Source: an optimization exercise on an open RTL-to-GDS flow (aim: a short achievable clock period and few clock cycles). Production flows keep margins and buffers that such runs may drop.
Only simulation tests tie the RTL to the original design; equivalence was not proved.
Power is estimated from default activity; no workload was simulated.

$ cat flow/run.sh
#!/bin/bash
# synth_recipe.tcl (not shown) runs the flow's synth.tcl, then flattens the netlist and writes it again
# the make line also repeats each setting of config.mk as NAME=value (left out here)
make -C /OpenROAD-flow-scripts/flow DESIGN_CONFIG=/design/flow/config.mk WORK_HOME=/design/flow/orfs CLKGATE_MAP_FILE= SYNTH_SCRIPT=/design/flow/synth_recipe.tcl finish
$ cat flow/config.mk
export PLATFORM = sky130hd
export DESIGN_NAME = sector_cache_tags
export DESIGN_NICKNAME = sector_cache_tags
export VERILOG_FILES = /design/flow/design.v
export SDC_FILE = /design/flow/constraint.sdc
export NUM_CORES = 4
export LEC_CHECK = 0
export CAP_MARGIN = 20
export CORE_MARGIN = 2
export CORE_UTILIZATION = 40
export SLEW_MARGIN = 20
$ cat flow/constraint.sdc
create_clock -name core_clock -period 6.0 [get_ports {clk}]
set_input_delay 1.2000 -clock core_clock [delete_from_list [all_inputs] [get_ports {clk}]]
set_output_delay 1.2000 -clock core_clock [all_outputs]
set_load 0.01 [all_outputs]
$ cat flow/design.v
`timescale 1ns / 1ps
module sector_cache_tags (
  input  logic        clk,
  input  logic        rst_n,
  input  logic        start,
  output logic        busy,
  input  logic [1:0]  in_func,
  input  logic [31:0] in_sector,
  output logic        out_strobe,
  output logic        out_hit,
  output logic [5:0]  out_slot,
  output logic        out_fetch,
  output logic        out_writeback,
  output logic [31:0] out_wb_sector,
  output logic        out_last
);
  localparam int N = 64;
  function automatic logic [N-1:0] pfx_or(input logic [N-1:0] x);
    logic [N-1:0] p;
    p = x;
    for (int k = 1; k < N; k = k * 2) begin
      p = p | (p << k);
    end
    pfx_or = p;
  endfunction
  function automatic logic [5:0] enc(input logic [N-1:0] oh);
    logic [5:0] b;
    b = '0;
    for (int i = 0; i < N; i++) begin
      if (oh[i]) b = b | 6'(i);
    end
    enc = b;
  endfunction
  logic [N-1:0][31:0] tag_r;
  logic [N-1:0] valid_r;
  logic [N-1:0] dirty_r;
  logic [N-1:0] ref_r;
  logic [N-1:0] hm_r;      
  logic [N-1:0] voh_r;     
  logic [N-1:0] vm_r;      
  logic [N-1:0] clr_r;     
  logic [N-1:0] fd_r;      
  logic [N-1:0] sel_r;     
  logic         acc_r;     
  logic         fl_r;      
  logic         wr_r;
  logic [31:0]  sec_r;
  logic [N-1:0] raw_r;     
  logic [N-1:0] fixv_r;    
  logic         eqp_r;     
  logic [N-1:0] match;
  logic         hit;
  logic         any_d;
  logic         more_d;
  logic         vwb;
  logic         wbg;
  logic [31:0]  sel_tag;
  always_comb begin
    for (int i = 0; i < N; i++) begin
      match[i] = fixv_r[i] ? eqp_r : raw_r[i];
    end
    hit    = |match;
    any_d  = |dirty_r;
    more_d = |(dirty_r & ~fd_r);
    vwb    = |(voh_r & dirty_r);
    sel_tag = '0;
    for (int i = 0; i < N; i++) begin
      sel_tag = sel_tag | (tag_r[i] & {32{sel_r[i]}});
    end
    wbg = fl_r ? any_d : (~hit & vwb);
  end
  assign busy          = fl_r & more_d;
  assign out_strobe    = acc_r | fl_r;
  assign out_hit       = acc_r & hit;
  assign out_slot      = (acc_r & hit) ? enc(match) : enc(sel_r);
  assign out_fetch     = acc_r & ~hit;
  assign out_writeback = wbg;
  assign out_wb_sector = sel_tag & {32{wbg}};
  assign out_last      = ~fl_r | ~more_d;
  logic         take;
  logic         take_acc;
  logic         take_fl;
  logic         fl_nxt;
  function automatic logic [3*N-1:0] search(input logic [N-1:0] r, input logic [N-1:0] m);
    logic [N-1:0] c, a, ia, ic, oh, vm, clr;
    c  = ~r;
    a  = c & m;
    ia = pfx_or(a);
    ic = pfx_or(c);
    if (ia[N-1]) begin
      oh  = a & ~(ia << 1);
      vm  = ia;
      clr = m & ~ia;
    end else if (ic[N-1]) begin
      oh  = c & ~(ic << 1);
      vm  = ic;
      clr = m | ~ic;
    end else begin
      oh  = m & ~(m << 1);
      vm  = m;
      clr = '1;
    end
    search = {oh, vm, clr};
  endfunction
  logic [N-1:0] ref_hit, ref_miss;
  logic [N-1:0] dirty_hit, dirty_miss, dirty_fl;
  logic [3*N-1:0] s_hit, s_miss;
  logic [N-1:0] fd_hit, fd_miss, fd_fl;
  logic [N-1:0] voh_nxt, vm_nxt, clr_nxt, fd_nxt;
  always_comb begin
    take     = rst_n & start & ~busy;
    take_acc = take & ~in_func[1];
    take_fl  = take & (in_func == 2'd2);
    fl_nxt   = take_fl | (fl_r & more_d);
    ref_hit    = ref_r | match;
    ref_miss   = (ref_r & ~clr_r) | voh_r;
    dirty_hit  = dirty_r | (match & {N{wr_r}});
    dirty_miss = (dirty_r & ~voh_r) | (voh_r & {N{wr_r}});
    dirty_fl   = dirty_r & ~fd_r;
    s_hit  = search(ref_hit, hm_r);
    s_miss = search(ref_miss, vm_r);
    fd_hit  = dirty_hit & ~(pfx_or(dirty_hit) << 1);
    fd_miss = dirty_miss & ~(pfx_or(dirty_miss) << 1);
    fd_fl   = dirty_fl & ~(pfx_or(dirty_fl) << 1);
    if (acc_r) begin
      if (hit) begin
        {voh_nxt, vm_nxt, clr_nxt} = s_hit;
        fd_nxt = fd_hit;
      end else begin
        {voh_nxt, vm_nxt, clr_nxt} = s_miss;
        fd_nxt = fd_miss;
      end
    end else begin
      voh_nxt = voh_r;
      vm_nxt  = vm_r;
      clr_nxt = clr_r;
      fd_nxt  = fl_r ? fd_fl : fd_r;
    end
  end
  always_ff @(posedge clk) begin
    if (!rst_n) begin
      valid_r <= '0;
      dirty_r <= '0;
      ref_r   <= '0;
      hm_r    <= '1;
      voh_r   <= N'(1);
      vm_r    <= '1;
      clr_r   <= '0;
      fd_r    <= '0;
      sel_r   <= '0;
      acc_r   <= 1'b0;
      fl_r    <= 1'b0;
    end else begin
      if (acc_r) begin
        if (hit) begin
          ref_r   <= ref_hit;
          dirty_r <= dirty_hit;
        end else begin
          ref_r   <= ref_miss;
          dirty_r <= dirty_miss;
          valid_r <= valid_r | voh_r;
          hm_r    <= vm_r;
        end
      end else if (fl_r) begin
        dirty_r <= dirty_fl;
      end
      voh_r <= voh_nxt;
      vm_r  <= vm_nxt;
      clr_r <= clr_nxt;
      fd_r  <= fd_nxt;
      sel_r <= fl_nxt ? fd_nxt : voh_nxt;
      acc_r <= take_acc;
      fl_r  <= fl_nxt;
    end
  end
  always_ff @(posedge clk) begin
    for (int i = 0; i < N; i++) begin
      if (acc_r && !hit && voh_r[i]) begin
        tag_r[i] <= sec_r;
      end
    end
  end
  always_ff @(posedge clk) begin
    wr_r  <= in_func[0];
    sec_r <= in_sector;
    eqp_r <= (in_sector == sec_r);
    for (int i = 0; i < N; i++) begin
      raw_r[i]  <= valid_r[i] && (tag_r[i] == in_sector);
      fixv_r[i] <= acc_r && !hit && voh_r[i];
    end
  end
endmodule
==> results.json <==
{
  "outcome": "did not finish",
  "failed_stage": "5_1_grt",
  "flow.first_error": "[ERROR GRT-0116] Global routing finished with congestion. Check the congestion regions in the DRC Viewer.",
  "floorplan.rows": 217,
  "synth_async_sr_flop_share": 0,
  "clock_sink_count": 2788,
  "portion_of_the_post_synthesis_area_used_by_sequential_elements": 0.542,
  "yosys.area.top_type": "edfxtp_1",
  "globalplace.congestion": 1.38,
  "grt_first_pass_wirelength_um": 1760000,
  "synth.cells.most_frequent": "2,048 x edfxtp_1, 1,765 x xnor2_1, 740 x dfxtp_1",
  "cts-buffers-inserted": 332,
  "cts_max_path_buffers": 4,
  "yosysTopAreaCellShare": 0.437,
  "synth.area.top_cells": "edfxtp_1 44%, xnor2_1 11%, dfxtp_1 11%, a221oi_1 3.7%, a22o_1 3.3%",
  "synth.avg_cell_area_um2": 11.3,
  "quantity_of_i_o_buffers_inserted_on_ports": 80,
  "cts_hold_repair.buffers": 0,
  "die_w_um": 597,
  "detailedPlacementHpwl_um": 970000,
  "cell_area_after_placement_um2": 156000,
  "grt_start_max_net_pins": 152,
  "grt_usage": 0.765,
  "yosysUniqueCellTypes": 109,
  "netlist_instances": 12400,
  "grt_pass1_vias": 150000,
  "pre_cts_ws_ns": 0.643,
  "chipHeight_um": 597,
  "synth_ff_type": "edfxtp_1",
  "synth_register_bits": 2788,
  "globalRouteOverflowTotal": 52,
  "clk_root_buffer_cell": "clkbuf_16",
  "design.portCount": 81,
  "synth.net_count": 12500,
  "number_of_enable_flip_flop_cells_after_synthesis": 2048,
  "synthesis.yosys.warnings": 1,
  "initial_utilization": 0.402,
  "mappedNetlistArea_um2": 141000,
  "synth_most_common_cell": "edfxtp_1",
  "h-tree-depth": 5
}
==> what timing repair did <==
item,in CTS
gates resized for setup,6
setup buffers,1
pin swaps,1
gates cloned,0
endpoints found under the setup margin,5
endpoints found under the hold margin,0
==> power groups by stage <==
stage | logic [W] | registers [W] | clock network (W)
detailed placement | 0.00554 | 0.0217 | 0
global placement | 0.00555 | 0.0217 | 0
CTS | 0.00557 | 0.0213 | 0.0208
floorplan | 0.00207 | 0.0214 | 0
==> layer usage <==
metal | GRT overflow | GRT usage
met1 | 0 | 0.778
met5 | 0 | 0.524
met3 | 1 | 0.682
met4 | 24 | 0.702
met2 | 27 | 0.865
==> metrics by stage <==
step	total power, W	cells
3_3_place_gp	0.0272	17300
4_1_cts	0.0477	18000
2_1_floorplan	0.0234	12400
3_5_place_dp	0.0272	17400
==> how the worst min path moves through the flow <==
stage / end / slack (ns) / depth (start not counted)
CTS: valid_r[48] / 0.47 / 1
global placement: valid_r[57] / 0.45 / 1
detailed placement: valid_r[2] / 0.45 / 1
floorplan: valid_r[2] / 0.43 / 1
==> cells by family after synthesis <==
group,after synthesis,share of synthesized area
adders and majority gates,1,0.0000711
AOI/OAI and AO/OA,2842,0.153
xor gates and xnor gates,2073,0.129
and+or+nand+nor,3549,0.137
buffers and inverters,1075,0.0299
muxes,107,0.00823
DFF,2788,0.542
Testbench counts, summed over its fixed seeds: cycles 5,147.
